Background: an optimization exercise with open tools, aiming at small area, a short achievable clock period and few clock cycles per item. Do not read the settings as production practice. Function was checked by simulation only, so behaviour that the tests miss may differ from the original. No run shown here takes its clock network from TritonCTS; it comes from the design's own scripts or RTL. The clock input has no modelled driver; a real chip could not lean on it and would need a root buffer or a full tree. No activity file was given, so power comes from the tool's default toggle rates.

==> design/flow/design.v <==
package serpent_pkg;
    localparam int SERPENT_BLK_W  = 128;
    localparam int SERPENT_WORD_W = 32;
    typedef enum logic [1:0] {
        IDLE  = 2'd0,
        ROUND = 2'd1,
        FINAL = 2'd2,
        DONE  = 2'd3
    } state_t;
    function automatic logic [31:0] rotl32(
        input logic [31:0]               x,
        input int unsigned               n
    );
        rotl32 = (x << n) | (x >> (32 - n));
    endfunction
endpackage
module s_box_tab (
    input  logic [2:0]  i_sel,
    output logic [63:0] o_tab
);
    assign o_tab =
        ({64{i_sel == 3'd0}} & 64'hc396976419b552cd) |    
        ({64{i_sel == 3'd1}} & 64'h2e93b44b568d6359) |    
        ({64{i_sel == 3'd2}} & 64'h25e94da6a4d6639c) |    
        ({64{i_sel == 3'd3}} & 64'h913ee952b4c663a6) |    
        ({64{i_sel == 3'd4}} & 64'hb856e69269cad24b) |    
        ({64{i_sel == 3'd5}} & 64'h1ce97493662dd24b) |    
        ({64{i_sel == 3'd6}} & 64'h5b94196d69c33e89) |    
        ({64{i_sel == 3'd7}} & 64'h1cb6c716a9d47187);    
endmodule
module s_box (
    input  logic [63:0]  i_tab,
    input  logic [127:0] i_data,
    output logic [127:0] o_data
);
    for (genvar b = 0; b < 32; b++) begin : g_col
        logic [3:0] w_nib;
        assign w_nib = {i_data[96+b], i_data[64+b], i_data[32+b], i_data[b]};
        assign o_data[b]    = i_tab[w_nib];
        assign o_data[32+b] = i_tab[16 + w_nib];
        assign o_data[64+b] = i_tab[32 + w_nib];
        assign o_data[96+b] = i_tab[48 + w_nib];
    end
endmodule
import serpent_pkg::*;
module serpent_lt
(
    input  logic [SERPENT_BLK_W-1:0] i_data,
    output logic [SERPENT_BLK_W-1:0] o_data
);
    logic [31:0] w_x0a, w_x2a, w_x1b, w_x3b, w_x1c, w_x3c, w_x0d, w_x2d, w_x0e, w_x2e;
    assign w_x0a = serpent_pkg::rotl32(i_data[31:0], 13);
    assign w_x2a = serpent_pkg::rotl32(i_data[95:64], 3);
    assign w_x1b = i_data[63:32] ^ w_x0a ^ w_x2a;
    assign w_x3b = i_data[127:96] ^ w_x2a ^ (w_x0a << 3);
    assign w_x1c = serpent_pkg::rotl32(w_x1b, 1);
    assign w_x3c = serpent_pkg::rotl32(w_x3b, 7);
    assign w_x0d = w_x0a ^ w_x1c ^ w_x3c;
    assign w_x2d = w_x2a ^ w_x3c ^ (w_x1c << 7);
    assign w_x0e = serpent_pkg::rotl32(w_x0d, 5);
    assign w_x2e = serpent_pkg::rotl32(w_x2d, 22);
    assign o_data = {w_x3c, w_x2e, w_x1c, w_x0e};
endmodule
import serpent_pkg::*;
module serpent_round_ctrl
#(
    parameter int NUM_ROUNDS = 32,
    parameter int KIDX_W     = 6
) (
    input  logic                     clk,
    input  logic                     rst,
    input  logic                     in_valid,
    output logic                     in_ready,
    input  logic [SERPENT_BLK_W-1:0] in_data,
    output logic [KIDX_W-1:0]        key_idx,
    input  logic [SERPENT_BLK_W-1:0] key_in,
    output logic                     out_valid,
    input  logic                     out_ready,
    output logic [SERPENT_BLK_W-1:0] out_data
);
    localparam logic [KIDX_W-1:0] FINAL_IDX = KIDX_W'(NUM_ROUNDS);
    logic [SERPENT_BLK_W-1:0] r_p;           
    logic [SERPENT_BLK_W-1:0] r_q;           
    logic [KIDX_W-1:0]        r_p_idx;       
    logic [KIDX_W-1:0]        r_q_idx;       
    logic                     r_p_vld, r_q_vld;
    logic [KIDX_W-1:0]        r_key_idx;     
    logic                     r_done;        
    logic                     r_in_ready;    
    logic [SERPENT_BLK_W-1:0] w_sub, w_lt, w_pre;
    logic                     w_p_done, w_stall, w_q_last;
    logic                     w_p_vld_n, w_q_vld_n;
    logic [KIDX_W-1:0]        w_p_idx_n, w_q_idx_n;
    logic [63:0] r_tab, w_tab_n;
    s_box_tab u_s_box_tab (
        .i_sel (w_p_idx_n[2:0]),
        .o_tab (w_tab_n)
    );
    s_box u_s_box (
        .i_tab  (r_tab),
        .i_data (r_p),
        .o_data (w_sub)
    );
    serpent_lt u_lt (
        .i_data (r_q),
        .o_data (w_lt)
    );
    assign w_p_done = r_done;                         
    assign w_stall  = w_p_done & ~out_ready;
    assign w_q_last = r_q_idx[5];                     
    assign w_pre    = ~r_q_vld ? in_data : (w_q_last ? r_q : w_lt);
    always_ff @(posedge clk) begin
        if (rst)           r_p <= '0;
        else if (!w_stall) r_p <= w_pre ^ key_in;
    end
    always_ff @(posedge clk) begin
        if (!w_stall) r_q <= w_sub;
    end
    always_ff @(posedge clk) begin
        r_tab <= w_tab_n;
    end
    always_comb begin
        w_q_vld_n = r_p_vld & ~w_p_done;
        w_q_idx_n = r_p_idx + 1'b1;
        w_p_vld_n = r_q_vld | (in_valid & in_ready);
        w_p_idx_n = r_q_vld ? r_q_idx : '0;
    end
    always_ff @(posedge clk) begin
        if (rst) begin
            r_p_vld   <= 1'b0;
            r_q_vld   <= 1'b0;
            r_p_idx   <= '0;
            r_q_idx   <= '0;
            r_key_idx <= '0;
            r_done    <= 1'b0;
            r_in_ready <= 1'b1;
        end else if (!w_stall) begin
            r_p_vld   <= w_p_vld_n;
            r_q_vld   <= w_q_vld_n;
            r_p_idx   <= w_p_idx_n;
            r_q_idx   <= w_q_idx_n;
            r_key_idx <= w_q_vld_n ? w_q_idx_n : '0;
            r_done    <= r_q_vld & r_q_idx[5];
            r_in_ready <= ~w_q_vld_n & ~(r_q_vld & r_q_idx[5]);
        end
    end
    assign in_ready  = r_in_ready;
    assign key_idx   = r_key_idx;
    assign out_valid = w_p_done;
    assign out_data  = r_p;
endmodule
==> design/flow/flow/run.sh <==
#!/bin/bash
# Own layout flow: the standard ORFS flow (standard.sh) with three changes to how the
# layout is built:
#  - the port buffers are plain buffers (buf_1, sized up later by repair where timing needs it)
#    rather than the delay buffers buffer_ports picks on its own;
#  - timing repair may resize cells across footprints;
#  - the clock tree is built by flow/manual_cts.tcl (two buffer levels: 4 root buffers on the
#    clock port, leaf buffers of at most 16 flip-flops) in place of TritonCTS's three levels.
# Each tool's full output goes to standard.log in the work folder.
set -uo pipefail
here=$(pwd)
export BUFFER_PORTS_ARGS="-buffer_cell sky130_fd_sc_hd__buf_1"
export MATCH_CELL_FOOTPRINT=0
export PRE_CTS_TCL="$here/flow/manual_cts.tcl"
export MANUAL_CTS_ROOTS=4
export MANUAL_CTS_LEAF_SIZE=16
bash standard.sh "BUFFER_PORTS_ARGS=$BUFFER_PORTS_ARGS" MATCH_CELL_FOOTPRINT=0 \
  "PRE_CTS_TCL=$PRE_CTS_TCL" MANUAL_CTS_ROOTS=4 MANUAL_CTS_LEAF_SIZE=16 finish > standard.log 2>&1
status=$?
tail -5 standard.log
exit $status
==> design/flow/flow/manual_cts.tcl <==
# Sourced before CTS (PRE_CTS_TCL). Replaces TritonCTS with a two-level clock tree: the clock
# port drives a few root buffers, each root drives the leaf buffers of its part of the die, and
# each leaf drives one cluster of nearby flip-flops. Every flip-flop sees the same two buffers, so the tree adds no
# intended skew; it only has one buffer level fewer than TritonCTS builds here.
proc manual_cts_build {args} {
  set leaf_size 24
  if {[info exists ::env(MANUAL_CTS_LEAF_SIZE)]} { set leaf_size $::env(MANUAL_CTS_LEAF_SIZE) }
  set buf_cell sky130_fd_sc_hd__clkbuf_16
  set block [ord::get_db_block]
  set db [ord::get_db]
  set master [$db findMaster $buf_cell]
  set clk_net [$block findNet clk]
  # Sinks: every instance terminal on clk except the port.
  set sinks {}
  foreach it [$clk_net getITerms] {
    if {[$it isInputSignal]} { lappend sinks $it }
  }
  set n [llength $sinks]
  set k [expr {max(1, int(ceil(double($n) / $leaf_size)))}]
  # Sink locations.
  set xs {}; set ys {}
  foreach it $sinks {
    set bb [[$it getInst] getBBox]
    lappend xs [expr {([$bb xMin] + [$bb xMax]) / 2}]
    lappend ys [expr {([$bb yMin] + [$bb yMax]) / 2}]
  }
  # Balanced k-means: seeds from sinks sorted by x then y; assignment capped at leaf_size.
  set order [lsort -integer -indices $xs]
  set cx {}; set cy {}
  for {set c 0} {$c < $k} {incr c} {
    set i [lindex $order [expr {int(($c + 0.5) * $n / $k)}]]
    lappend cx [lindex $xs $i]; lappend cy [lindex $ys $i]
  }
  for {set iter 0} {$iter < 30} {incr iter} {
    # All (distance, sink, cluster) pairs, greedily assigned with a size cap.
    set pairs {}
    for {set i 0} {$i < $n} {incr i} {
      for {set c 0} {$c < $k} {incr c} {
        set d [expr {abs([lindex $xs $i] - [lindex $cx $c]) + abs([lindex $ys $i] - [lindex $cy $c])}]
        lappend pairs [list $d $i $c]
      }
    }
    set pairs [lsort -integer -index 0 $pairs]
    set assign [lrepeat $n -1]
    set cnt [lrepeat $k 0]
    set left $n
    foreach p $pairs {
      lassign $p d i c
      if {[lindex $assign $i] >= 0} continue
      if {[lindex $cnt $c] >= $leaf_size} continue
      lset assign $i $c
      lset cnt $c [expr {[lindex $cnt $c] + 1}]
      incr left -1
      if {$left == 0} break
    }
    set sx [lrepeat $k 0]; set sy [lrepeat $k 0]
    for {set i 0} {$i < $n} {incr i} {
      set c [lindex $assign $i]
      lset sx $c [expr {[lindex $sx $c] + [lindex $xs $i]}]
      lset sy $c [expr {[lindex $sy $c] + [lindex $ys $i]}]
    }
    for {set c 0} {$c < $k} {incr c} {
      if {[lindex $cnt $c] > 0} {
        lset cx $c [expr {[lindex $sx $c] / [lindex $cnt $c]}]
        lset cy $c [expr {[lindex $sy $c] / [lindex $cnt $c]}]
      }
    }
  }
  # Root buffers: the leaf buffers are split into n_roots groups by position (k-means on x then
  # y), and each group's root buffer sits at the group's centre, fed by the clock port.
  set n_roots 2
  if {[info exists ::env(MANUAL_CTS_ROOTS)]} { set n_roots $::env(MANUAL_CTS_ROOTS) }
  set n_roots [expr {min($n_roots, $k)}]
  set lorder [lsort -integer -indices $cx]
  set rx {}; set ry {}
  for {set r 0} {$r < $n_roots} {incr r} {
    set c [lindex $lorder [expr {int(($r + 0.5) * $k / $n_roots)}]]
    lappend rx [lindex $cx $c]; lappend ry [lindex $cy $c]
  }
  set lroot [lrepeat $k 0]
  for {set iter 0} {$iter < 20} {incr iter} {
    for {set c 0} {$c < $k} {incr c} {
      set best 0; set bd 1e18
      for {set r 0} {$r < $n_roots} {incr r} {
        set d [expr {abs([lindex $cx $c] - [lindex $rx $r]) + abs([lindex $cy $c] - [lindex $ry $r])}]
        if {$d < $bd} { set bd $d; set best $r }
      }
      lset lroot $c $best
    }
    for {set r 0} {$r < $n_roots} {incr r} {
      set sx 0; set sy 0; set m 0
      for {set c 0} {$c < $k} {incr c} {
        if {[lindex $lroot $c] == $r} { set sx [expr {$sx + [lindex $cx $c]}]; set sy [expr {$sy + [lindex $cy $c]}]; incr m }
      }
      if {$m > 0} { lset rx $r [expr {$sx / $m}]; lset ry $r [expr {$sy / $m}] }
    }
  }
  $clk_net setSigType CLOCK
  set root_nets {}
  for {set r 0} {$r < $n_roots} {incr r} {
    set root [odb::dbInst_create $block $master clkbuf_root_$r]
    $root setLocation [expr {int([lindex $rx $r])}] [expr {int([lindex $ry $r])}]
    $root setPlacementStatus PLACED
    set rnet [odb::dbNet_create $block clknet_root_$r]
    $rnet setSigType CLOCK
    [$root findITerm A] connect $clk_net
    [$root findITerm X] connect $rnet
    lappend root_nets $rnet
  }
  set leaves {}
  for {set c 0} {$c < $k} {incr c} {
    set leaf [odb::dbInst_create $block $master clkbuf_leaf_$c]
    $leaf setLocation [expr {int([lindex $cx $c])}] [expr {int([lindex $cy $c])}]
    $leaf setPlacementStatus PLACED
    set lnet [odb::dbNet_create $block clknet_leaf_$c]
    $lnet setSigType CLOCK
    [$leaf findITerm A] connect [lindex $root_nets [lindex $lroot $c]]
    [$leaf findITerm X] connect $lnet
    lappend leaves $lnet
  }
  for {set i 0} {$i < $n} {incr i} {
    set it [lindex $sinks $i]
    $it disconnect
    $it connect [lindex $leaves [lindex $assign $i]]
  }
  puts "manual CTS: $n sinks, $k leaf buffers of at most $leaf_size sinks, $n_roots root buffers"
  set_propagated_clock [all_clocks]
}
rename clock_tree_synthesis tritoncts_clock_tree_synthesis
proc clock_tree_synthesis {args} { manual_cts_build }
==> design/flow/standard.sh <==
#!/bin/bash
# synth_recipe.tcl (not shown) runs the flow's synth.tcl, then flattens the netlist and writes it again
# the make line also repeats each setting of config.mk as NAME=value (left out here)
make -C /OpenROAD-flow-scripts/flow DESIGN_CONFIG=/design/flow/config.mk WORK_HOME=/design/flow/orfs CLKGATE_MAP_FILE= SYNTH_SCRIPT=/design/flow/synth_recipe.tcl "${@:-finish}"
==> design/flow/config.mk <==
export PLATFORM = sky130hd
export DESIGN_NAME = serpent_round_ctrl
export DESIGN_NICKNAME = serpent_round_ctrl
export VERILOG_FILES = /design/flow/design.v
export SDC_FILE = /design/flow/constraint.sdc
export NUM_CORES = 4
export LEC_CHECK = 0
export CAP_MARGIN = 20
export CORE_MARGIN = 2
export CORE_UTILIZATION = 40
export SETUP_SLACK_MARGIN = 3.7
export SLEW_MARGIN = 20
==> design/flow/constraint.sdc <==
create_clock -name core_clock -period 6.0 [get_ports {clk}]
set_input_delay 1.2000 -clock core_clock [delete_from_list [all_inputs] [get_ports {clk}]]
set_output_delay 1.2000 -clock core_clock [all_outputs]
set_load 0.01 [all_outputs]
==> flow_metrics.py, run 1 <==
metrics = {
    "die": {
        "dieArea_um2": 84790,
        "start_util_pct": 40.31,
        "die_x_um": 291.2,
        "ios": 396,
        "rows": 105,
        "die_h_um": 291.2,
        "fp.coreArea_um2": 81850,
    },
    "worst_setup_path": {
        "cp-startpoint": "r_q[7]",
        "cp_data_required_time_ns": 6.17,
        "start_kind": "register",
        "endpoint_kind": "register",
        "cp_max_fo": 4,
        "r2r_start": "r_q[7]",
        "r2r_slack_ns": 3.64,
        "crit_type": "register to register",
        "arrival_ns": 2.54,
    },
    "yosys": {
        "synth_flop_cell": "dfxtp_1",
        "netlist_top_cells_count": "576 x mux4_2, 351 x clkbuf_1, 206 x dfxtp_1",
        "synth_edf_count": 128,
        "yosysTopAreaCellShare_pct": 39.32,
        "yosysMostFrequentCell": "mux4_2",
        "avgSynthCellArea_um2": 12.09,
        "syn_area_um2": 32990,
        "synth_nets": 2989,
        "synth_area_leaders": "mux4_2 39%, dfxtp_1 13%, edfxtp_1 12%",
        "synthDistinctLibCells": 47,
        "synth_cells": 2728,
        "synth-seq-cells": 334,
        "synth_area_leader_cell": "mux4_2",
        "ys_seq_area_share_pct": 24.15,
        "async_flop_share_pct": 0,
        "ys_warn_count": 2,
    },
    "sta": {
        "finClkSkew_ns": 0.08006,
        "max_freq_mhz": 423.2,
        "slew_headroom_pct": 22.97,
        "timing.final.crit_share_pct": 39.38,
        "hold_violations": 0,
        "drv_slew": 0,
        "layout_setup_ws_ns": 3.637,
        "finalSetupViolations": 0,
        "fin_setup_tns_ns": 0,
        "worst_pin_slew_ns": 1.155,
        "finalCriticalPeriod_ns": 2.363,
        "rsz0062_at_grt": "yes",
    },
    "route": {
        "drt_iter0_drc": 5572,
        "vias": 29580,
        "post_drt_wl_per_cell_um": 40.37,
        "dr.pass1.iters": 6,
        "drc": 0,
        "drt_wl_total_um": 159100,
        "vias_per_cell": 7.505,
        "ant_nets": 0,
    },
    "final_layout": {
        "nets": 3132,
        "utilization_pct": 45.84,
        "fillCellCount": 7323,
        "area_growth_pct": 13.73,
        "multi_input_area_um2": 23150,
        "ff_latch_area_um2": 8346,
        "finalNonFillerCells": 3941,
        "drive_above_1_share_pct": 35.10,
    },
    "place": {
        "dp_hpwl_um": 100200,
        "gp_congestion": 0.9724,
        "place_ws_ns": 2.693,
        "io_buffer_count": 395,
        "dp.cells": 3770,
    },
    "power_and_ir_drop": {
        "p_sw_share_pct": 40.66,
        "p_leak_uw": 0.01277,
        "max-vdd-ir-drop_v": 0.0002142,
        "comb_power_share_pct": 58.0,
        "power.internal_uw": 8136,
        "pwr-share-clk_pct": 11.8,
        "seqPwrFrac_pct": 30.3,
        "p_per_area_nw_per_um2": 365.4,
        "p_sw_uw": 5575,
    },
    "global_route": {
        "grt_pass1_vias": 27740,
        "antenna_found_initial": 5,
        "grt_pass1_wl_um": 216400,
        "grt_overflow": 0,
        "grtUsageTotal_pct": 35.62,
        "grt_max_degree": 96,
    },
    "hold_path": {
        "hold_class": "register to register",
        "min_from": "r_p_idx[4]",
    },
    "clock_network": {
        "insertion_delay_ns": 0.38,
        "path_clk_slew_ns": 0.07,
    },
    "run": {
        "maxCapViolCount": 0,
    },
    "status": {
        "status": "complete, no violations",
    },
}
## path summary, 6_finish.rpt
| kind | to | cells after the start |
|---|---|---|
| worst max-delay path | r_p[53] | 5 |
| worst min-delay path | r_p_idx[4] | 2 |
| worst max register to register | r_p[53] | 5 |
| worst min register to register | r_p_idx[4] | 2 |
## power by group through the flow
stage          Sequential (µW)  Clock (µW)  Combinational, µW
2_1_floorplan             3370           0               5340
3_3_place_gp              4400           0               6610
3_5_place_dp              4430           0               6700
4_1_cts                   4100        1610               7480
5_1_grt                   4120        1670               8080
6_report                  4150        1620               7950
## logic make-up (layout without fill, tap and decap cells)
logic type | Yosys count | after routing | synth area share (%)
mux | 644 | 644 | 41.39
simple gates | 547 | 547 | 8.112
buf+inv | 489 | 630 | 5.848
compound gates | 488 | 488 | 9.451
flops | 334 | 334 | 24.15
xor+xnor | 225 | 225 | 11.01
fa+ha+maj | 1 | 1 | 0.03792
other cells | 0 | 2 | 0
## per-stage QoR
| stage | hold slack (ns) | instance area, µm² | power [µW] |
|---|---|---|---|
| 2_1_floorplan | 0.4378 | 33030 | 8706 |
| 3_3_place_gp | 0.4640 | 34470 | 11010 |
| 3_5_place_dp | 0.4908 | 34470 | 11130 |
| 4_1_cts | 0.5006 | 36760 | 13200 |
| 5_1_grt | 0.5255 | 37510 | 13870 |
| 6_report | 0.5067 | 37520 | 13710 |
## per-layer routing
metal	part of all wire, %	up-vias	global-route usage, %
met5	0.031	-	0
met4	8.8	8	20.54
met3	18	802	14.94
met2	41	3274	51.86
met1	32	14420	44.44
li1	-	11070	-
## registers in the layout (all words and copies together), names as in the netlist
register and count:
r_q 128, r_p_vld 1, r_q_vld 1, r_tab 57
r_q_idx 6, r_p 128, r_in_ready 1, r_p_idx 6
r_key_idx 6
## area by class of cell
class                   instances  share of cell area, %
flip-flops and latches        334                  22.24
plain buffers                  25                  1.667
inverters                      14                 0.2201
well taps                    1070                  3.568
diodes                          2                0.01334
repair inverters                2                0.08337
multi-input cells            1905                  61.71
repair buffers                589                  10.49
## timing repair
action	CTS	global route
resized for setup	281	45
gates cloned	3	9
hold buffers	0	0
buffers inserted	89	43
endpoints found under the setup margin	462	148
pin swaps	4	1
## worst max-delay path, stage by stage (launching register included)
cell and delay (ns):
edfxtp_1 0.56, xnor3_2 0.55, o211ai_1 0.30, o21ai_0 0.18, xor2_1 0.47, a211oi_1 0.14
## cells in the final DEF (no fill, tap or decap), types with 21 or more instances in the layout
master     synthesis  routed
mux4_2           576     576
buf_1             49     373
nor2_1           182     181
nand2_1          147     147
edfxtp_1         128     128
buf_4              0     123
o21ai_0          117     115
xnor3_1          111     106
a211oi_1         104     104
dfxtp_2            0      92
a21oi_1           86      84
dfxtp_4            0      70
mux2i_1           68      68
xor2_1            69      66
o211ai_1          62      62
buf_12             0      51
nand2b_1          48      48
dfxtp_1          206      44
o22ai_1           43      43
xnor2_1           36      36
clkbuf_16          0      35
nor3_1            34      34
nor3b_1           30      30
a31oi_1           29      29
a22o_1            29      29
nor4b_1           29      29
nand3_1           21      21
Testbench counts, summed over its fixed seeds: cycles 12,864, blocks 384.
==> run 2: changes to the inputs <==
--- a/design/flow/flow/manual_cts.tcl
+++ b/design/flow/flow/manual_cts.tcl
@@ -16,7 +16,9 @@
     if {[$it isInputSignal]} { lappend sinks $it }
   }
   set n [llength $sinks]
-  set k [expr {max(1, int(ceil(double($n) / $leaf_size)))}]
+  # A quarter more clusters than strictly needed, so that no flip-flop is pushed into a far
+  # cluster because the near ones are full.
+  set k [expr {max(1, int(ceil(1.25 * $n / $leaf_size)))}]
   # Sink locations.
   set xs {}; set ys {}
   foreach it $sinks {
--- a/design/flow/config.mk
+++ b/design/flow/config.mk
@@ -8,5 +8,5 @@
 export CAP_MARGIN = 20
 export CORE_MARGIN = 2
 export CORE_UTILIZATION = 40
-export SETUP_SLACK_MARGIN = 3.7
+export SETUP_SLACK_MARGIN = 3.85
 export SLEW_MARGIN = 20
==> run 2 against run 1 <==
  * Sequential power decreased by 11%
  * Still clean
  * Core utilization increased by 2.8 points
  * Wire length increased by 7.1%
  * Sequential share of layout area decreased by 0.95 points
==> flow_metrics.py, run 2 <==
metrics = {
    "status": {
        "status": "complete, no violations",
    },
    "sta": {
        "finalCriticalPeriod_ns": 2.436,
        "hold_violations": 0,
        "finClkSkew_ns": 0.06589,
        "fin_setup_tns_ns": 0,
        "max_freq_mhz": 410.4,
        "finalSetupViolations": 0,
        "worst_pin_slew_ns": 1.220,
        "rsz0062_at_grt": "yes",
        "drv_slew": 0,
        "timing.final.crit_share_pct": 40.61,
        "slew_headroom_pct": 18.69,
    },
    "yosys": {
        "yosysTopAreaCellShare_pct": 39.32,
        "ys_seq_area_share_pct": 24.15,
        "synthDistinctLibCells": 47,
        "synth_compound_area_share_pct": 9.451,
        "synthMuxAreaShare_pct": 41.39,
        "yosys.area_share.simple_pct": 8.112,
        "synth_cells": 2728,
        "synth-seq-cells": 334,
        "netlist_top_cells_count": "576 x mux4_2, 351 x clkbuf_1, 206 x dfxtp_1",
        "synth_nets": 2989,
        "synth_edf_count": 128,
        "ys_warn_count": 2,
        "yosys.area_share.xor_xnor_pct": 11.01,
        "synth_area_leaders": "mux4_2 39%, dfxtp_1 13%, edfxtp_1 12%",
        "synth_top_family_by_area": "multiplexers",
        "syn_area_um2": 32990,
        "synth_adder_area_share_pct": 0.03793,
        "yosysMostFrequentCell": "mux4_2",
        "async_flop_share_pct": 0,
        "synth_flop_cell": "dfxtp_1",
        "synth_area_leader_cell": "mux4_2",
        "avgSynthCellArea_um2": 12.09,
    },
    "route": {
        "drt_wl_total_um": 170400,
        "drt_iter0_drc": 5632,
        "vias": 31540,
        "drc": 0,
        "vias_per_cell": 7.657,
        "ant_nets": 0,
        "post_drt_wl_per_cell_um": 41.37,
        "dr.pass1.iters": 9,
    },
    "final_layout": {
        "reg.largest.list": "r_p x128, r_q x128, r_tab x57",
        "finalNonFillerCells": 4119,
        "nets": 3301,
        "layout_commonest_cell": "mux4_2",
        "drive_above_1_share_pct": 43.15,
        "final_cell_mix": "576 x mux4_2, 345 x buf_1, 249 x buf_4",
        "area_growth_pct": 20.77,
    },
    "worst_setup_path": {
        "start_kind": "register",
        "cp_data_required_time_ns": 6.21,
        "endpoint_kind": "register",
        "arrival_ns": 2.64,
        "r2r-end": "r_p[44]",
        "reg2reg_depth": 6,
        "r2r_start": "r_q[72]",
        "crit_type": "register to register",
        "r2r_slack_ns": 3.56,
        "cp_max_fo": 3,
        "cpPeakStageDelay_ns": 0.66,
        "slowest_stage": "o211ai_1",
        "crit_chain": "buf_12 > xnor3_2 > o211ai_1 > o21ai_1 > xor2_1 > a211oi_1",
    },
    "global_route": {
        "antenna_found_initial": 8,
        "grtUsageTotal_pct": 38.49,
        "grt_pass1_vias": 29570,
        "grt_max_degree": 99,
        "grt_overflow": 0,
        "grt_pass1_wl_um": 231900,
    },
    "run": {
        "maxCapViolCount": 0,
    },
    "hold_path": {
        "hold_class": "register to register",
        "hold_path_depth": 2,
        "hold_path_end": "r_p_idx[3]",
        "min_from": "r_q_idx[3]",
    },
    "die": {
        "rows": 105,
        "fp.coreArea_um2": 81850,
        "die_h_um": 291.2,
        "start_util_pct": 40.31,
        "die_x_um": 291.2,
        "dieArea_um2": 84790,
        "ios": 396,
    },
    "clock_network": {
        "insertion_delay_ns": 0.38,
        "path_clk_slew_ns": 0.07,
        "hold_buffers": 0,
    },
    "place": {
        "gp_congestion": 0.9638,
        "dp.cells": 3762,
        "io_buffer_count": 395,
        "dp_hpwl_um": 99080,
    },
    "power_and_ir_drop": {
        "max-vdd-ir-drop_v": 0.0002270,
        "p_per_area_nw_per_um2": 370.0,
        "p_leak_uw": 0.01398,
    },
}
run 2: cell counts after synthesis:
Identical to the previous run, type by type.
run 2: power breakdown:
part	internal (µW)	total (µW)	switching, µW
Clock	915	1810	891
Sequential	2960	3700	734
Combinational	4890	9240	4350
run 2: area by class of cell:
cell class / count / area, µm²
fill: 7067 / 42010
multi-input combinational: 1906 / 23530
sequential: 334 / 8482
timing repair buffer: 750 / 5557
tap: 1070 / 1339
buffer: 31 / 775.7
inverter: 14 / 82.58
timing repair inverter: 3 / 47.55
antenna: 11 / 27.53
run 2: worst max path at each step:
stage	from	to	slack, ns	cells past startpoint
after detailed placement	out_ready	r_p[18]	2.51	7
after CTS	r_q[73]	r_p[115]	3.75	7
final	r_q[72]	r_p[44]	3.56	6
after global placement	out_ready	r_p[21]	2.60	7
after global routing	r_q[72]	r_p[44]	3.64	6
after floorplan	out_ready	r_q[0]	3.63	5
run 2: kinds of logic (layout without fill, tap and decap cells):
logic type	Yosys count	in the layout
multiplexers	644	644
AO/OA/AOI/OAI	488	488
other	0	11
flip-flops	334	334
AND/OR/NAND/NOR	547	548
adder cells (fa/ha/maj)	1	1
buffers and inverters	489	798
XOR/XNOR	225	225
run 2: repair_timing:
action | CTS | global route
cloned | 19 | 7
gates resized for setup | 481 | 118
buffers inserted | 247 | 42
endpoints found under the setup margin | 475 | 162
pin swaps | 42 | 65
run 2: metrics by stage:
stage | worst slack [ns] | hold WS (ns) | power (µW) | area, µm² | utilization, %
2_1_floorplan | 3.629 | 0.4378 | 8726 | 33140 | -
3_3_place_gp | 2.596 | 0.4756 | 10940 | 34410 | 42.04
3_5_place_dp | 2.513 | 0.4840 | 11050 | 34410 | 42.05
4_1_cts | 3.754 | 0.4985 | 13900 | 38890 | 47.52
5_1_grt | 3.640 | 0.5133 | 14850 | 39820 | 48.65
6_report | 3.564 | 0.4931 | 14740 | 39840 | 48.68
run 2: metal layers:
metal,part of all wire (%),global-route usage [%],up-vias
met5,0.048,0,-
li1,-,-,11430
met1,30,45.43,15330
met4,10,23.47,8
met3,20,20.41,1014
met2,40,55.17,3765
run 2: critical path: cells and delay by family, from the launching register on:
| kind | cells | cell delay (ns) |
|---|---|---|
| flops | 1 | 0.41 |
| xor+xnor | 2 | 0.71 |
| buf+inv | 1 | 0.16 |
| compound gates | 3 | 0.97 |
==> run 3: changes to the inputs <==
--- a/design/flow/config.mk
+++ b/design/flow/config.mk
@@ -8,5 +8,5 @@
 export CAP_MARGIN = 20
 export CORE_MARGIN = 2
 export CORE_UTILIZATION = 40
-export SETUP_SLACK_MARGIN = 3.85
+export SETUP_SLACK_MARGIN = 3.7
 export SLEW_MARGIN = 20
==> run 3 against run 2 <==
  * Still clean on timing, DRC and antenna
  * Fmax grew 4.1%
  * Sequential cell count is the same
  * Wire length shrank 6.6%
  * First-iteration DRC count shrank 8.0%
  * Cell count shrank 3.9%
  * Global-route usage shrank 2.7 points
  * Clock power is essentially flat
  * Worst setup slack gained 0.095 ns
  * Critical path type unchanged
  * Critical endpoint is now r_p[3]
==> flow_metrics.py, run 3 <==
metrics = {
    "status": {
        "status": "complete, no violations",
    },
    "yosys": {
        "synth_flop_cell": "dfxtp_1",
        "synth_area_leaders": "mux4_2 39%, dfxtp_1 13%, edfxtp_1 12%",
        "synth_nets": 2989,
        "ys_warn_count": 2,
        "ys_seq_area_share_pct": 24.15,
        "synthDistinctLibCells": 47,
        "synth-seq-cells": 334,
        "avgSynthCellArea_um2": 12.09,
        "synth_cells": 2728,
        "netlist_top_cells_count": "576 x mux4_2, 351 x clkbuf_1, 206 x dfxtp_1",
        "yosysTopAreaCellShare_pct": 39.32,
        "synth_edf_count": 128,
        "yosysMostFrequentCell": "mux4_2",
        "synth_area_leader_cell": "mux4_2",
        "async_flop_share_pct": 0,
        "syn_area_um2": 32990,
    },
    "global_route": {
        "grtUsageTotal_pct": 35.78,
        "grt_pass1_vias": 27790,
        "grt_overflow": 0,
        "antenna_found_initial": 13,
        "grt_pass1_wl_um": 217300,
        "grt_max_degree": 96,
    },
    "power_and_ir_drop": {
        "pwr-share-clk_pct": 12.9,
        "p_sw_share_pct": 40.27,
        "power.internal_uw": 8328,
        "comb_power_share_pct": 57.7,
        "max-vdd-ir-drop_v": 0.0002153,
        "p_leak_uw": 0.01285,
        "p_sw_uw": 5614,
        "seqPwrFrac_pct": 29.4,
        "p_per_area_nw_per_um2": 370.5,
    },
    "final_layout": {
        "layout_commonest_cell": "mux4_2",
        "utilization_pct": 45.98,
        "area_growth_pct": 14.08,
        "final_cell_mix": "576 x mux4_2, 371 x buf_1, 181 x nor2_1",
        "fin_area_um2": 37630,
        "nets": 3142,
        "reg.largest.list": "r_p x128, r_q x128, r_tab x57",
        "drive_above_1_share_pct": 35.26,
    },
    "die": {
        "ios": 396,
        "die_x_um": 291.2,
        "die_h_um": 291.2,
        "dieArea_um2": 84790,
        "start_util_pct": 40.31,
        "rows": 105,
        "fp.coreArea_um2": 81850,
    },
    "hold_path": {
        "hold_class": "register to register",
    },
    "sta": {
        "drv_slew": 0,
        "worst_pin_slew_ns": 1.127,
        "finalCriticalPeriod_ns": 2.341,
        "finalSetupViolations": 0,
        "finClkSkew_ns": 0.08270,
        "rsz0062_at_grt": "yes",
        "timing.final.crit_share_pct": 39.02,
        "fin_setup_tns_ns": 0,
        "hold_violations": 0,
        "max_freq_mhz": 427.1,
        "slew_headroom_pct": 24.84,
    },
    "worst_setup_path": {
        "r2r-end": "r_p[3]",
        "cp-endpoint": "r_p[3]",
        "cp-startpoint": "r_q[16]",
        "cp_data_required_time_ns": 6.22,
        "start_kind": "register",
        "cp_max_fo": 3,
        "r2r_start": "r_q[16]",
        "r2r_slack_ns": 3.66,
        "arrival_ns": 2.56,
        "reg2reg_depth": 5,
        "crit_type": "register to register",
        "endpoint_kind": "register",
    },
    "clock_network": {
        "hold_buffers": 0,
        "path_clk_slew_ns": 0.08,
        "insertion_delay_ns": 0.40,
    },
    "place": {
        "io_buffer_count": 395,
        "gp_congestion": 0.9724,
        "dp_hpwl_um": 100200,
        "place_area_um2": 34470,
    },
    "route": {
        "drc": 0,
        "ant_nets": 0,
        "vias_per_cell": 7.588,
        "drt_iter0_drc": 5182,
        "post_drt_wl_per_cell_um": 40.22,
        "dr.pass1.iters": 8,
        "drt_wl_total_um": 159200,
        "vias": 30040,
    },
    "run": {
        "maxCapViolCount": 0,
    },
}
[run 3: final cells by class]
class / instances / area, µm²
Inverter: 14 / 78.83
Antenna cell: 10 / 25.02
Timing Repair inverter: 1 / 20.02
Buffer: 31 / 775.7
Timing Repair Buffer: 594 / 3871
Multi-Input combinational cell: 1905 / 23160
Fill cell: 7321 / 44210
Sequential cell: 334 / 8364
Tap cell: 1070 / 1339
[run 3: power by group through the flow]
stage | clock network (µW) | registers, µW | logic (µW)
after detailed placement | 0 | 4430 | 6700
after CTS | 1790 | 4100 | 7450
after floorplan | 0 | 3370 | 5340
after global routing | 1870 | 4080 | 8160
after global placement | 0 | 4400 | 6610
final | 1800 | 4100 | 8040
[run 3: cell families (layout without fill, tap and decap cells)]
| family | Yosys count | in the layout | share of synthesized area [%] |
|---|---|---|---|
| flip-flops | 334 | 334 | 24.15 |
| XOR/XNOR | 225 | 225 | 11.01 |
| buffers and inverters | 489 | 640 | 5.848 |
| multiplexers | 644 | 644 | 41.39 |
| AND/OR/NAND/NOR | 547 | 547 | 8.112 |
| other | 0 | 10 | 0 |
| AO/OA/AOI/OAI | 488 | 488 | 9.451 |
| adder cells (fa/ha/maj) | 1 | 1 | 0.03792 |
[run 3: per-stage QoR]
| stage | std cells | hold WS (ns) | power [µW] | setup WS [ns] |
|---|---|---|---|---|
| final | 3959 | 0.5058 | 13940 | 3.659 |
| after global routing | 3949 | 0.5361 | 14110 | 3.663 |
| after CTS | 3887 | 0.5004 | 13340 | 3.616 |
| after detailed placement | 3770 | 0.4908 | 11130 | 2.693 |
| after global placement | 3770 | 0.4640 | 11010 | 2.706 |
| after floorplan | 2728 | 0.4378 | 8706 | 3.628 |
[run 3: worst min-delay path by stage]
stage	start	endpoint	slack (ns)	depth (start not counted)
after floorplan	r_q_idx[1]	r_tab[6]	0.44	1
after global placement	r_p_idx[4]	r_p_idx[4]	0.46	2
after detailed placement	r_p_idx[4]	r_p_idx[4]	0.49	2
after CTS	r_p_idx[4]	r_p_idx[4]	0.50	2
after global routing	r_p_idx[4]	r_p_idx[4]	0.54	2
final	r_p_idx[4]	r_p_idx[4]	0.51	2
[run 3: per-layer routing]
metal	vias to the layer above	track usage (%)	wire, µm
li1	11110	-	-
met2	3364	52.13	66650
met4	16	20.27	12980
met3	802	15.91	28820
met5	-	0	137
met1	14750	44.15	50630
[run 3: what timing repair did]
| action | CTS | global route |
|---|---|---|
| setup buffers | 82 | 57 |
| cloned | 4 | 5 |
| pin swaps | 2 | 7 |
| resized for setup | 283 | 52 |
| setup endpoints to repair | 462 | 132 |
[run 3: worst max-delay path, cell delays in order, from the launching register on]
cell and delay (ns):
edfxtp_1 0.76, xnor3_1 0.48, xnor3_1 0.43, nor2_1 0.21, mux2i_1 0.21, nand2_1 0.06
==> run 4: changes to the inputs <==
--- a/design/flow/config.mk
+++ b/design/flow/config.mk
@@ -8,5 +8,5 @@
 export CAP_MARGIN = 20
 export CORE_MARGIN = 2
 export CORE_UTILIZATION = 40
-export SETUP_SLACK_MARGIN = 3.7
+export SETUP_SLACK_MARGIN = 3.55
 export SLEW_MARGIN = 20
==> run 4 against run 3 <==
  * Critical endpoint is now r_p[68]
  * Still clean
  * Die area is the same
  * Fmax shrank 5.4%
  * Sequential share of layout area grew 0.52 points
  * Core utilization shrank 1.9 points
  * Largest power group unchanged
==> flow_metrics.py, run 4 <==
metrics = {
    "status": {
        "status": "complete, no violations",
    },
    "route": {
        "drt_wl_total_um": 153500,
        "drt_iter0_drc": 5039,
        "vias": 29120,
        "drc": 0,
        "vias_per_cell": 7.573,
        "post_drt_wl_per_cell_um": 39.92,
        "dr.pass1.iters": 8,
        "ant_nets": 0,
    },
    "global_route": {
        "grt_max_degree": 145,
        "use_met3_pct": 13.36,
        "use_met1_pct": 43.17,
        "grt_pass1_vias": 27590,
        "grt-busiest-layer": "met2",
        "grtUsageTotal_pct": 35.01,
        "grt_overflow": 0,
        "grt_pass1_wl_um": 213900,
        "antenna_found_initial": 5,
        "met2_usage_pct": 52.47,
    },
    "power_and_ir_drop": {
        "max-vdd-ir-drop_v": 0.0002758,
        "p_per_area_nw_per_um2": 373.7,
        "p_leak_uw": 0.01205,
    },
    "yosys": {
        "yosysMostFrequentCell": "mux4_2",
        "synthDistinctLibCells": 47,
        "synth-seq-cells": 334,
        "avgSynthCellArea_um2": 12.09,
        "synth_nets": 2989,
        "synth_flop_cell": "dfxtp_1",
        "synth_area_leaders": "mux4_2 39%, dfxtp_1 13%, edfxtp_1 12%",
        "async_flop_share_pct": 0,
        "ys_seq_area_share_pct": 24.15,
        "ys_warn_count": 2,
        "yosysTopAreaCellShare_pct": 39.32,
        "netlist_top_cells_count": "576 x mux4_2, 351 x clkbuf_1, 206 x dfxtp_1",
        "synth_cells": 2728,
        "synth_edf_count": 128,
        "synth_area_leader_cell": "mux4_2",
        "syn_area_um2": 32990,
    },
    "worst_setup_path": {
        "start_kind": "register",
        "arrival_ns": 2.75,
        "cp_max_fo": 3,
        "worst-path-buf-inv": 0,
        "slowest_stage": "xnor3_2",
        "cp_data_required_time_ns": 6.28,
        "crit_type": "register to register",
        "crit_family": "XOR/XNOR gates",
        "endpoint_kind": "register",
        "cpPeakStageDelay_ns": 0.63,
        "crit_chain": "xnor3_2 > xnor3_1 > a21oi_1 > xnor2_1 > a211oi_1",
    },
    "final_layout": {
        "reg.largest.list": "r_p x128, r_q x128, r_tab x57",
        "nets": 3033,
        "area_growth_pct": 9.417,
        "fillCellCount": 7427,
        "final_cell_mix": "576 x mux4_2, 388 x buf_1, 181 x nor2_1",
        "layout_commonest_cell": "mux4_2",
        "drive_above_1_share_pct": 31.37,
    },
    "sta": {
        "max_freq_mhz": 403.9,
        "hold_violations": 0,
        "finalSetupViolations": 0,
        "slew_headroom_pct": 16.44,
        "fin_setup_tns_ns": 0,
        "worst_pin_slew_ns": 1.240,
        "finClkSkew_ns": 0.08333,
        "rsz0062_at_grt": "yes",
        "timing.final.crit_share_pct": 41.26,
        "finalCriticalPeriod_ns": 2.476,
        "layout_setup_ws_ns": 3.524,
        "drv_slew": 0,
    },
    "die": {
        "dieArea_um2": 84790,
        "ios": 396,
        "rows": 105,
        "start_util_pct": 40.31,
        "die_h_um": 291.2,
        "die_x_um": 291.2,
        "fp.coreArea_um2": 81850,
    },
    "run": {
        "maxCapViolCount": 0,
    },
    "place": {
        "place_ws_ns": 2.715,
        "io_buffer_count": 395,
        "gp_congestion": 0.9814,
        "dp_hpwl_um": 100100,
    },
    "clock_network": {
        "insertion_delay_ns": 0.42,
        "path_clk_slew_ns": 0.07,
        "hold_buffers": 0,
    },
    "hold_path": {
        "hold_class": "register to register",
    },
}
## run 4: repair_timing
item,CTS,global route
setup buffers,19,17
pin swaps,0,2
endpoints found under the hold margin,0,0
setup endpoints to repair,323,81
resized for setup,111,48
cloned,1,1
## run 4: power breakdown
part | switching, µW | internal, µW | total [µW] | leakage, µW
clock network | 870 | 913 | 1780 | 0.000382
registers | 1430 | 2960 | 4380 | 0.00306
logic | 3190 | 4140 | 7330 | 0.00861
## run 4: kinds of logic after synthesis
family | Yosys count | synth area share [%]
adder cells (fa/ha/maj) | 1 | 0.03792
AND/OR/NAND/NOR | 547 | 8.112
flip-flops | 334 | 24.15
AO/OA/AOI/OAI | 488 | 9.451
buffers and inverters | 489 | 5.848
XOR/XNOR | 225 | 11.01
multiplexers | 644 | 41.39
## run 4: worst reg2reg max path: stages, from the launching register on
cell	delay, ns
edfxtp_1	0.60
xnor3_2	0.63
xnor3_1	0.38
a21oi_1	0.38
xnor2_1	0.13
a211oi_1	0.27
## run 4: through the flow
step | power [µW] | std cells | hold slack [ns] | utilization, % | area (µm²)
6_report | 13490 | 3845 | 0.5036 | 44.10 | 36100
2_1_floorplan | 8706 | 2728 | 0.4378 | - | 33020
3_5_place_dp | 11150 | 3771 | 0.4916 | 42.11 | 34470
4_1_cts | 13050 | 3822 | 0.5006 | 43.63 | 35710
3_3_place_gp | 11050 | 3771 | 0.4675 | 42.11 | 34470
5_1_grt | 13670 | 3840 | 0.5391 | 44.09 | 36080
## run 4: layer usage
metal | vias to the layer above | share of wire (%) | wire length, µm
met2 | 3220 | 43 | 65310
li1 | 10860 | - | -
met5 | - | 0.031 | 48
met3 | 718 | 17 | 26740
met1 | 14320 | 32 | 48580
met4 | 4 | 8.4 | 12820
## run 4: layout make-up
cell class	instances	area, µm²	area share [%]
sequential	334	8212	22.75
multi-input combinational	1905	23140	64.12
timing repair buffer	485	2520	6.981
buffer	31	775.7	2.149
antenna	5	12.51	0.03466
tap	1070	1339	3.709
inverter	14	82.58	0.2288
timing repair inverter	1	11.26	0.03120
## run 4: worst paths after layout
| check | startpoint | slack, ns | endpoint | cells past startpoint |
|---|---|---|---|---|
| worst max register to register | r_q[23] | 3.52 | r_p[68] | 5 |
| worst max-delay path | r_q[23] | 3.52 | r_p[68] | 5 |
| worst min-delay path | r_q_idx[3] | 0.50 | r_p_idx[3] | 2 |
| worst min register to register | r_q_idx[3] | 0.50 | r_p_idx[3] | 2 |
==> run 5: changes to the inputs <==
--- a/design/flow/config.mk
+++ b/design/flow/config.mk
@@ -8,5 +8,5 @@
 export CAP_MARGIN = 20
 export CORE_MARGIN = 2
 export CORE_UTILIZATION = 40
-export SETUP_SLACK_MARGIN = 3.55
+export SETUP_SLACK_MARGIN = 3.4
 export SLEW_MARGIN = 20
==> run 5 against run 4 <==
  * Still clean
  * Register-to-register slack got worse by 0.15 ns
  * Fmax decreased by 5.8%
  * First-iteration DRC count increased by 9.6%
  * Combinational power decreased by 6.5%
  * Sequential cell count unchanged
  * Worst hold slack got worse by 0.018 ns
  * Wire length increased by 0.88%
  * Cell count decreased by 0.42%
  * Cell area decreased by 0.90%
  * Sequential power increased by 4%
  * Clock power about the same
  * Synthesized cell count unchanged
  * Critical path type unchanged
  * Largest cell class unchanged
==> flow_metrics.py, run 5 <==
metrics = {
    "worst_setup_path": {
        "worst-path-buf-inv": 0,
        "crit_family": "XOR/XNOR gates",
        "arrival_ns": 2.88,
        "crit_chain": "xnor3_2 > xnor3_1 > a21oi_1 > xnor2_1 > a211oi_1",
        "crit_type": "register to register",
        "cp_max_fo": 4,
        "start_kind": "register",
        "cp_data_required_time_ns": 6.25,
        "endpoint_kind": "register",
        "slowest_stage": "edfxtp_1",
        "cpPeakStageDelay_ns": 0.78,
    },
    "route": {
        "dr.pass1.iters": 6,
        "vias": 29190,
        "drc": 0,
        "post_drt_wl_per_cell_um": 40.44,
        "ant_nets": 0,
        "drt_wl_total_um": 154900,
        "vias_per_cell": 7.622,
        "drt_iter0_drc": 5521,
    },
    "place": {
        "dp.cells": 3766,
        "dp_hpwl_um": 97920,
        "io_buffer_count": 395,
        "gp_congestion": 0.9873,
    },
    "status": {
        "status": "complete, no violations",
    },
    "sta": {
        "finClkSkew_ns": 0.06937,
        "timing.final.crit_share_pct": 43.81,
        "finalSetupViolations": 0,
        "worst_pin_slew_ns": 1.227,
        "hold_violations": 0,
        "max_freq_mhz": 380.4,
        "slew_headroom_pct": 18.22,
        "fin_setup_tns_ns": 0,
        "drv_slew": 0,
        "rsz0062_at_grt": "no",
        "finalCriticalPeriod_ns": 2.629,
    },
    "global_route": {
        "use_met3_pct": 13.42,
        "met2_usage_pct": 51.35,
        "use_met1_pct": 43.79,
        "grt_max_degree": 176,
        "grt_pass1_vias": 27170,
        "grt_pass1_wl_um": 212500,
        "grt-busiest-layer": "met2",
        "grt_overflow": 0,
        "antenna_found_initial": 7,
        "grtUsageTotal_pct": 34.79,
    },
    "yosys": {
        "ys_warn_count": 2,
        "synth-seq-cells": 334,
        "syn_area_um2": 32990,
        "synthDistinctLibCells": 47,
        "ys_seq_area_share_pct": 24.15,
        "async_flop_share_pct": 0,
        "yosysMostFrequentCell": "mux4_2",
        "synth_flop_cell": "dfxtp_1",
        "synth_area_leaders": "mux4_2 39%, dfxtp_1 13%, edfxtp_1 12%",
        "yosysTopAreaCellShare_pct": 39.32,
        "synth_edf_count": 128,
        "synth_nets": 2989,
        "avgSynthCellArea_um2": 12.09,
        "synth_cells": 2728,
        "netlist_top_cells_count": "576 x mux4_2, 351 x clkbuf_1, 206 x dfxtp_1",
        "synth_area_leader_cell": "mux4_2",
    },
    "die": {
        "dieArea_um2": 84790,
        "die_h_um": 291.2,
        "fp.coreArea_um2": 81850,
        "ios": 396,
        "start_util_pct": 40.31,
        "die_x_um": 291.2,
        "rows": 105,
    },
    "final_layout": {
        "nets": 3019,
        "final_cell_mix": "576 x mux4_2, 393 x buf_1, 181 x nor2_1",
        "layout_commonest_cell": "mux4_2",
        "reg.largest.list": "r_p x128, r_q x128, r_tab x57",
        "drive_above_1_share_pct": 29.03,
        "area_growth_pct": 8.427,
        "finalNonFillerCells": 3829,
    },
    "clock_network": {
        "insertion_delay_ns": 0.39,
        "hold_buffers": 0,
        "path_clk_slew_ns": 0.07,
    },
    "power_and_ir_drop": {
        "p_per_area_nw_per_um2": 368.9,
        "p_leak_uw": 0.01191,
        "max-vdd-ir-drop_v": 0.0002363,
    },
    "run": {
        "maxCapViolCount": 0,
    },
    "hold_path": {
        "hold_class": "register to register",
    },
}
==> run 5: where the power goes <==
group	internal (µW)	switching, µW	total, µW
Clock	914	873	1790
Combinational	4010	2850	6850
Sequential	2940	1610	4560
==> run 5: logic make-up after synthesis <==
kind of cell	after synthesis	share of synthesized area, %
muxes	644	41.39
and+or+nand+nor	547	8.112
buffers and inverters	489	5.848
DFF	334	24.15
AOI/OAI and AO/OA	488	9.451
xor gates and xnor gates	225	11.01
adders and majority gates	1	0.03792
==> run 5: final cells by class <==
type / instances / area, µm²
inverter: 14 / 78.83
fill: 7428 / 46080
timing repair buffer: 468 / 2300
timing repair inverter: 3 / 33.78
antenna: 3 / 7.507
tap: 1070 / 1339
sequential: 334 / 8114
multi-input combinational: 1906 / 23120
buffer: 31 / 775.7
==> run 5: through the flow <==
stage / util [%] / power [µW] / area, µm² / hold WS, ns / worst slack (ns)
finish: 43.70 / 13200 / 35770 / 0.4856 / 3.371
global route: 43.69 / 13380 / 35760 / 0.5162 / 3.402
CTS: 43.31 / 12830 / 35450 / 0.4890 / 3.405
detailed placement: 42.09 / 11010 / 34450 / 0.4800 / 2.595
global placement: 42.08 / 10920 / 34440 / 0.4723 / 2.646
floorplan: - / 8706 / 33010 / 0.4378 / 3.528
==> run 5: path summary, 6_finish.rpt <==
path	startpoint	end	slack, ns	cells after the start
worst min-delay path	r_p_idx[4]	r_p_idx[4]	0.49	2
worst min register to register	r_p_idx[4]	r_p_idx[4]	0.49	2
worst max register to register	r_q[23]	r_p[68]	3.37	5
worst max-delay path	r_q[23]	r_p[68]	3.37	5
==> run 5: metal layers <==
metal	routed length, µm	up-vias
met5	54	-
met4	13610	8
met3	26640	722
met2	65030	3232
met1	49520	14370
li1	-	10850
==> run 5: tightest hold or removal path: stages (launching register included) <==
cell and delay [ns]:
dfxtp_1 0.33, nand2_1 0.06, a21oi_1 0.05
==> run 5: timing repair <==
action                                 CTS  global route
endpoints found under the hold margin    0             0
buffers inserted                        11            10
cloned                                   2             6
resized for setup                       47            20
setup endpoints to repair              269            77
==> run 6: changes to the inputs <==
--- a/design/flow/config.mk
+++ b/design/flow/config.mk
@@ -7,6 +7,6 @@
 export LEC_CHECK = 0
 export CAP_MARGIN = 20
 export CORE_MARGIN = 2
-export CORE_UTILIZATION = 40
-export SETUP_SLACK_MARGIN = 3.4
+export CORE_UTILIZATION = 45
+export SETUP_SLACK_MARGIN = 3.7
 export SLEW_MARGIN = 20
==> run 6 against run 5 <==
  * Still clean on timing, DRC and antenna
  * Die area decreased by 11%
  * Register-to-register slack improved by 0.19 ns
  * Via count increased by 2.6%
  * Synthesized area unchanged
  * Total power increased by 6.8%
  * Global-route usage increased by 5.1 points
  * Fmax increased by 7.6%
  * Sequential power decreased by 11%
  * Wire length increased by 1.6%
==> flow_metrics.py, run 6 <==
metrics = {
    "sta": {
        "max_freq_mhz": 409.3,
        "drv_slew": 0,
        "layout_setup_ws_ns": 3.557,
        "worst_pin_slew_ns": 1.176,
        "timing.final.crit_share_pct": 40.72,
        "finClkSkew_ns": 0.1035,
        "fin_setup_tns_ns": 0,
        "finalCriticalPeriod_ns": 2.443,
        "finalSetupViolations": 0,
        "hold_violations": 0,
        "slew_headroom_pct": 21.57,
        "rsz0062_at_grt": "yes",
    },
    "yosys": {
        "avgSynthCellArea_um2": 12.09,
        "synth_area_leader_cell": "mux4_2",
        "async_flop_share_pct": 0,
        "synthMuxAreaShare_pct": 41.39,
        "ys_seq_area_share_pct": 24.15,
        "synth-seq-cells": 334,
        "yosysTopAreaCellShare_pct": 39.32,
        "synth_area_leaders": "mux4_2 39%, dfxtp_1 13%, edfxtp_1 12%",
        "syn_area_um2": 32990,
        "synth_top_family_by_area": "multiplexers",
        "yosysMostFrequentCell": "mux4_2",
        "netlist_top_cells_count": "576 x mux4_2, 351 x clkbuf_1, 206 x dfxtp_1",
        "yosys.area_share.simple_pct": 8.112,
        "synth_cells": 2728,
        "yosys.area_share.xor_xnor_pct": 11.01,
        "ys_warn_count": 2,
        "synthDistinctLibCells": 47,
        "synth_flop_cell": "dfxtp_1",
        "synth_compound_area_share_pct": 9.451,
        "synth_edf_count": 128,
        "synth_adder_area_share_pct": 0.03793,
        "synth_nets": 2989,
    },
    "die": {
        "die_h_um": 274.8,
        "rows": 99,
        "start_util_pct": 45.37,
        "die_x_um": 274.8,
        "dieArea_um2": 75490,
        "fp.coreArea_um2": 72710,
        "ios": 396,
    },
    "clock_network": {
        "hold_buffers": 0,
        "path_clk_slew_ns": 0.07,
        "insertion_delay_ns": 0.41,
    },
    "global_route": {
        "grtUsageTotal_pct": 39.92,
        "grt_pass1_vias": 27670,
        "grt_max_degree": 78,
        "grt_overflow": 0,
        "antenna_found_initial": 8,
        "grt_pass1_wl_um": 213300,
    },
    "worst_setup_path": {
        "endpoint_kind": "register",
        "start_kind": "register",
        "crit_type": "register to register",
        "crit_chain": "xnor3_1 > o211ai_1 > o21ai_0 > xor2_1 > a211oi_1",
        "slowest_stage": "edfxtp_1",
        "cpPeakStageDelay_ns": 0.59,
        "cp_max_fo": 4,
        "cp_data_required_time_ns": 6.20,
        "arrival_ns": 2.64,
    },
    "run": {
        "maxCapViolCount": 0,
    },
    "final_layout": {
        "multi_input_area_um2": 23200,
        "fillCellCount": 6183,
        "utilization_pct": 51.65,
        "drive_above_1_share_pct": 35.59,
        "final_cell_mix": "576 x mux4_2, 371 x buf_1, 181 x nor2_1",
        "fin_area_um2": 37560,
        "layout_commonest_cell": "mux4_2",
        "area_growth_pct": 13.84,
        "reg.largest.list": "r_p x128, r_q x128, r_tab x57",
        "nets": 3157,
        "ff_latch_area_um2": 8335,
    },
    "route": {
        "ant_nets": 0,
        "vias": 29930,
        "drt_iter0_drc": 5720,
        "dr.pass1.iters": 7,
        "drc": 0,
        "vias_per_cell": 7.749,
        "drt_wl_total_um": 157300,
        "post_drt_wl_per_cell_um": 40.73,
    },
    "place": {
        "gp_congestion": 0.9888,
        "dp_hpwl_um": 98730,
        "place_ws_ns": 2.689,
        "io_buffer_count": 395,
        "place_area_um2": 34370,
    },
    "power_and_ir_drop": {
        "p_leak_uw": 0.01291,
        "max-vdd-ir-drop_v": 0.0002565,
        "p_per_area_nw_per_um2": 375.5,
    },
    "status": {
        "status": "complete, no violations",
    },
    "hold_path": {
        "hold_class": "register to register",
    },
}
==> run 6: layer usage <==
| layer | up-vias | wire length, µm | GRT usage (%) |
|---|---|---|---|
| met2 | 3141 | 66230 | 58.19 |
| li1 | 11140 | - | - |
| met1 | 14950 | 51770 | 51.90 |
| met5 | - | 54 | 0 |
| met4 | 10 | 10710 | 17.53 |
| met3 | 691 | 28570 | 17.16 |
==> run 6: worst max-delay path: cells and delay by family (launching register included) <==
family / cells / cell delay (ns)
AO/OA/AOI/OAI: 3 / 0.73
XOR/XNOR: 2 / 0.93
flip-flops: 1 / 0.59
==> run 6: cell type report <==
type / count / area share [%]
multi-input combinational: 1906 / 61.77
inverter: 14 / 0.2099
buffer: 31 / 2.066
timing repair inverter: 1 / 0.02998
antenna: 10 / 0.06663
tap: 959 / 3.195
sequential: 334 / 22.19
timing repair buffer: 608 / 10.46
==> run 6: where the power goes <==
group,internal (µW),total (µW),switching (µW)
registers,2960,4060,1100
logic,4430,8270,3830
clock network,912,1770,861
==> run 6: metrics by stage <==
| step | hold slack [ns] | std cells | total power (µW) |
|---|---|---|---|
| after detailed placement | 0.4779 | 3669 | 11230 |
| after global placement | 0.4702 | 3669 | 11200 |
| after floorplan | 0.4378 | 2728 | 8706 |
| after global routing | 0.5080 | 3854 | 14220 |
| final | 0.4818 | 3863 | 14100 |
| after CTS | 0.4861 | 3805 | 13480 |
==> run 6: cells by family after synthesis <==
kind of cell | Yosys count
xor gates and xnor gates | 225
muxes | 644
and+or+nand+nor | 547
adders and majority gates | 1
DFF | 334
AOI/OAI and AO/OA | 488
buffers and inverters | 489
==> run 6: path summary, 6_finish.rpt <==
| path | endpoint | depth (start not counted) | startpoint | slack, ns |
|---|---|---|---|---|
| worst max-delay path | r_p[53] | 5 | r_q[7] | 3.56 |
| worst min register to register | r_p_idx[3] | 2 | r_q_idx[3] | 0.48 |
| worst max register to register | r_p[53] | 5 | r_q[7] | 3.56 |
| worst min-delay path | r_p_idx[3] | 2 | r_q_idx[3] | 0.48 |
==> run 6: what timing repair did <==
| action | in CTS | in global routing |
|---|---|---|
| pin swaps | 8 | 14 |
| buffers inserted | 99 | 42 |
| gates resized for setup | 256 | 59 |
| setup endpoints to repair | 414 | 98 |
| cloned | 6 | 6 |
==> run 7: changes to the inputs <==
--- a/design/flow/config.mk
+++ b/design/flow/config.mk
@@ -7,6 +7,7 @@
 export LEC_CHECK = 0
 export CAP_MARGIN = 20
 export CORE_MARGIN = 2
-export CORE_UTILIZATION = 45
+export CORE_UTILIZATION = 40
 export SETUP_SLACK_MARGIN = 3.7
 export SLEW_MARGIN = 20
+export TNS_END_PERCENT = 30
==> run 7 against run 6 <==
  * Critical path depth unchanged
  * Via count decreased by 1.5%
  * Clock power about the same
  * Synthesized cell count unchanged
  * Combinational power decreased by 5.9%
  * Synthesized area unchanged
  * Largest power group unchanged
  * Sequential cell count unchanged
  * Critical endpoint is now r_p[109]
  * Highest routed layer unchanged
  * Global-route usage decreased by 4.4 points
==> flow_metrics.py, run 7 <==
metrics = {
    "route": {
        "dr.max_layer_used": "met5",
        "route.met2.wl_um": 67170,
        "wl_met1_um": 50130,
        "post_drt_wl_per_cell_um": 39.93,
        "drt_wl_total_um": 156900,
        "vias_per_cell": 7.505,
        "ant_nets": 0,
        "dr.pass1.iters": 7,
        "wl_met3_um": 26530,
        "drt_iter0_drc": 5135,
        "vias": 29480,
        "drc": 0,
    },
    "sta": {
        "hold_violations": 0,
        "timing.final.crit_share_pct": 41.65,
        "rsz0062_at_grt": "yes",
        "max_freq_mhz": 400.1,
        "drv_slew": 0,
        "finalSetupViolations": 0,
        "finalCriticalPeriod_ns": 2.499,
        "worst_pin_slew_ns": 1.191,
        "fin_setup_tns_ns": 0,
        "finClkSkew_ns": 0.05787,
        "slew_headroom_pct": 20.58,
    },
    "worst_setup_path": {
        "crit_type": "register to register",
        "crit_chain": "xnor3_2 > o211ai_1 > o21ai_0 > xor2_1 > a211oi_1",
        "reg2reg_depth": 5,
        "endpoint_kind": "register",
        "cpPeakStageDelay_ns": 0.65,
        "r2r_start": "r_q[22]",
        "crit_family": "compound AO/OA/AOI/OAI gates",
        "worst-path-buf-inv": 0,
        "cp_data_required_time_ns": 6.27,
        "arrival_ns": 2.77,
        "r2r_slack_ns": 3.50,
        "start_kind": "register",
        "slowest_stage": "edfxtp_1",
        "cp_max_fo": 4,
        "r2r-end": "r_p[109]",
    },
    "global_route": {
        "grt_pass1_wl_um": 215600,
        "grt_max_degree": 96,
        "antenna_found_initial": 10,
        "grt_overflow": 0,
        "grtUsageTotal_pct": 35.49,
        "grt_pass1_vias": 27860,
    },
    "yosys": {
        "yosysTopAreaCellShare_pct": 39.32,
        "synth_flop_cell": "dfxtp_1",
        "synthDistinctLibCells": 47,
        "netlist_top_cells_count": "576 x mux4_2, 351 x clkbuf_1, 206 x dfxtp_1",
        "synth_nets": 2989,
        "ys_seq_area_share_pct": 24.15,
        "ys_warn_count": 2,
        "synth_cells": 2728,
        "synth_area_leaders": "mux4_2 39%, dfxtp_1 13%, edfxtp_1 12%",
        "syn_area_um2": 32990,
        "async_flop_share_pct": 0,
        "synth_edf_count": 128,
        "synth-seq-cells": 334,
        "synth_area_leader_cell": "mux4_2",
        "yosysMostFrequentCell": "mux4_2",
        "avgSynthCellArea_um2": 12.09,
    },
    "clock_network": {
        "insertion_delay_ns": 0.37,
        "path_clk_slew_ns": 0.07,
    },
    "hold_path": {
        "min_from": "r_p_idx[4]",
        "hold_path_end": "r_p_idx[4]",
        "hold_path_depth": 2,
        "hold_class": "register to register",
    },
    "final_layout": {
        "drive_above_1_share_pct": 32.42,
        "reg.largest.list": "r_p x128, r_q x128, r_tab x57",
        "nets": 3110,
        "area_growth_pct": 12.38,
        "layout_commonest_cell": "mux4_2",
        "final_cell_mix": "576 x mux4_2, 382 x buf_1, 181 x nor2_1",
    },
    "status": {
        "status": "complete, no violations",
    },
    "power_and_ir_drop": {
        "max-vdd-ir-drop_v": 0.0002190,
        "p_total_uw": 13670,
        "p_leak_uw": 0.01258,
        "p_per_area_nw_per_um2": 368.8,
    },
    "die": {
        "ios": 396,
        "dieArea_um2": 84790,
        "fp.coreArea_um2": 81850,
        "rows": 105,
        "die_h_um": 291.2,
        "die_x_um": 291.2,
        "start_util_pct": 40.31,
    },
    "run": {
        "maxCapViolCount": 0,
    },
    "place": {
        "dp_hpwl_um": 101900,
        "gp_congestion": 0.9674,
        "io_buffer_count": 395,
    },
}
[run 7: cell counts after synthesis]
Identical to the previous run, type by type.
[run 7: worst max path at each step]
stage,startpoint,to,slack [ns],depth (start not counted)
6_report,r_q[22],r_p[109],3.50,5
5_1_grt,r_p[124],out_data[124],3.51,1
4_1_cts,r_p[84],out_data[84],3.47,1
3_5_place_dp,out_ready,r_p[123],2.71,6
3_3_place_gp,out_ready,r_p[26],2.77,7
2_1_floorplan,out_ready,r_q[0],3.63,5
[run 7: where the power goes]
part / internal (µW) / switching (µW)
combinational: 4320 / 3450
clock: 914 / 859
sequential: 2950 / 1170
[run 7: kinds of logic (layout without fill, tap and decap cells)]
group,count (synthesis),after routing,synth area share (%)
other cells,0,11,0
fa+ha+maj,1,1,0.03792
buf+inv,489,608,5.848
flops,334,334,24.15
simple gates,547,547,8.112
xor+xnor,225,225,11.01
mux,644,644,41.39
compound gates,488,488,9.451
[run 7: through the flow]
step | area [µm²] | utilization, % | hold WS [ns] | instances | worst slack, ns
3_5_place_dp | 34580 | 42.24 | 0.4797 | 3788 | 2.707
5_1_grt | 37050 | 45.26 | 0.5180 | 3918 | 3.508
6_report | 37070 | 45.30 | 0.4923 | 3928 | 3.501
4_1_cts | 36160 | 44.19 | 0.4876 | 3868 | 3.472
3_3_place_gp | 34580 | 42.24 | 0.4689 | 3788 | 2.774
2_1_floorplan | 33030 | - | 0.4378 | 2728 | 3.628
[run 7: cell type report]
cell class	instances	area [µm²]
antenna	11	27.53
buffer	31	775.7
fill	7397	44770
inverter	14	85.08
multi-input combinational	1905	23120
sequential	334	8197
tap	1070	1339
timing repair buffer	561	3505
timing repair inverter	2	22.52
[run 7: tightest hold or removal path, cell delays in order (launching register included)]
cell and delay (ns):
dfxtp_1 0.33, nand2_1 0.06, a21oi_1 0.05
[run 7: what timing repair did]
action	in CTS	in global routing
gates resized for setup	84	133
cloned	3	6
setup endpoints to repair	406	205
setup buffers	46	43
hold buffers	0	0
[run 7: layer usage]
metal  up-vias  global-route usage (%)
li1      11020                       -
met1     14710                   43.90
met2      3008                   53.81
met3       732                   13.89
met4         6                   18.43
met5         -                       0

==> port drivers added, routing unchanged <==
In the flow no input, the clock included, has a driving cell. The finished layouts below were timed again as built, in two steps. Step 1, drivers: a clkbuf_16 drives clk and a buf_2 each remaining input, both assumed. Step 2 times the ports against the registers' clock, not the clock port: input delays grow and output delays shrink by t, the midpoint of the rising clock arrivals with the driver on. a / b / c = no drivers / after step 1 / after step 2; a / b = the first two.
run | t (ns) | setup WS [ns] | worst hold slack (ns) | worst data-port slew with drivers (ns)
run 1 | 0.492 | 3.637 / 3.542 / 3.372 | 0.507 / 0.507 / 0.507 | 0.07
run 2 | 0.511 | 3.564 / 3.564 / 3.454 | 0.493 / 0.493 / 0.493 | 0.08
run 3 | 0.518 | 3.659 / 3.537 / 3.319 | 0.506 / 0.506 / 0.506 | 0.06
run 4 | 0.516 | 3.524 / 3.420 / 3.137 | 0.504 / 0.504 / 0.504 | 0.09
run 5 | 0.510 | 3.371 / 3.248 / 3.072 | 0.486 / 0.486 / 0.486 | 0.07
run 6 | 0.515 | 3.557 / 3.549 / 3.328 | 0.482 / 0.482 / 0.482 | 0.10
run 7 | 0.504 | 3.501 / 3.353 / 3.275 | 0.492 / 0.492 / 0.492 | 0.08
After both steps setup and hold are still met in every run listed. For run 4, which loses most, drivers alone change the setup slack by -0.104 ns; drivers and shift together by -0.387 ns.
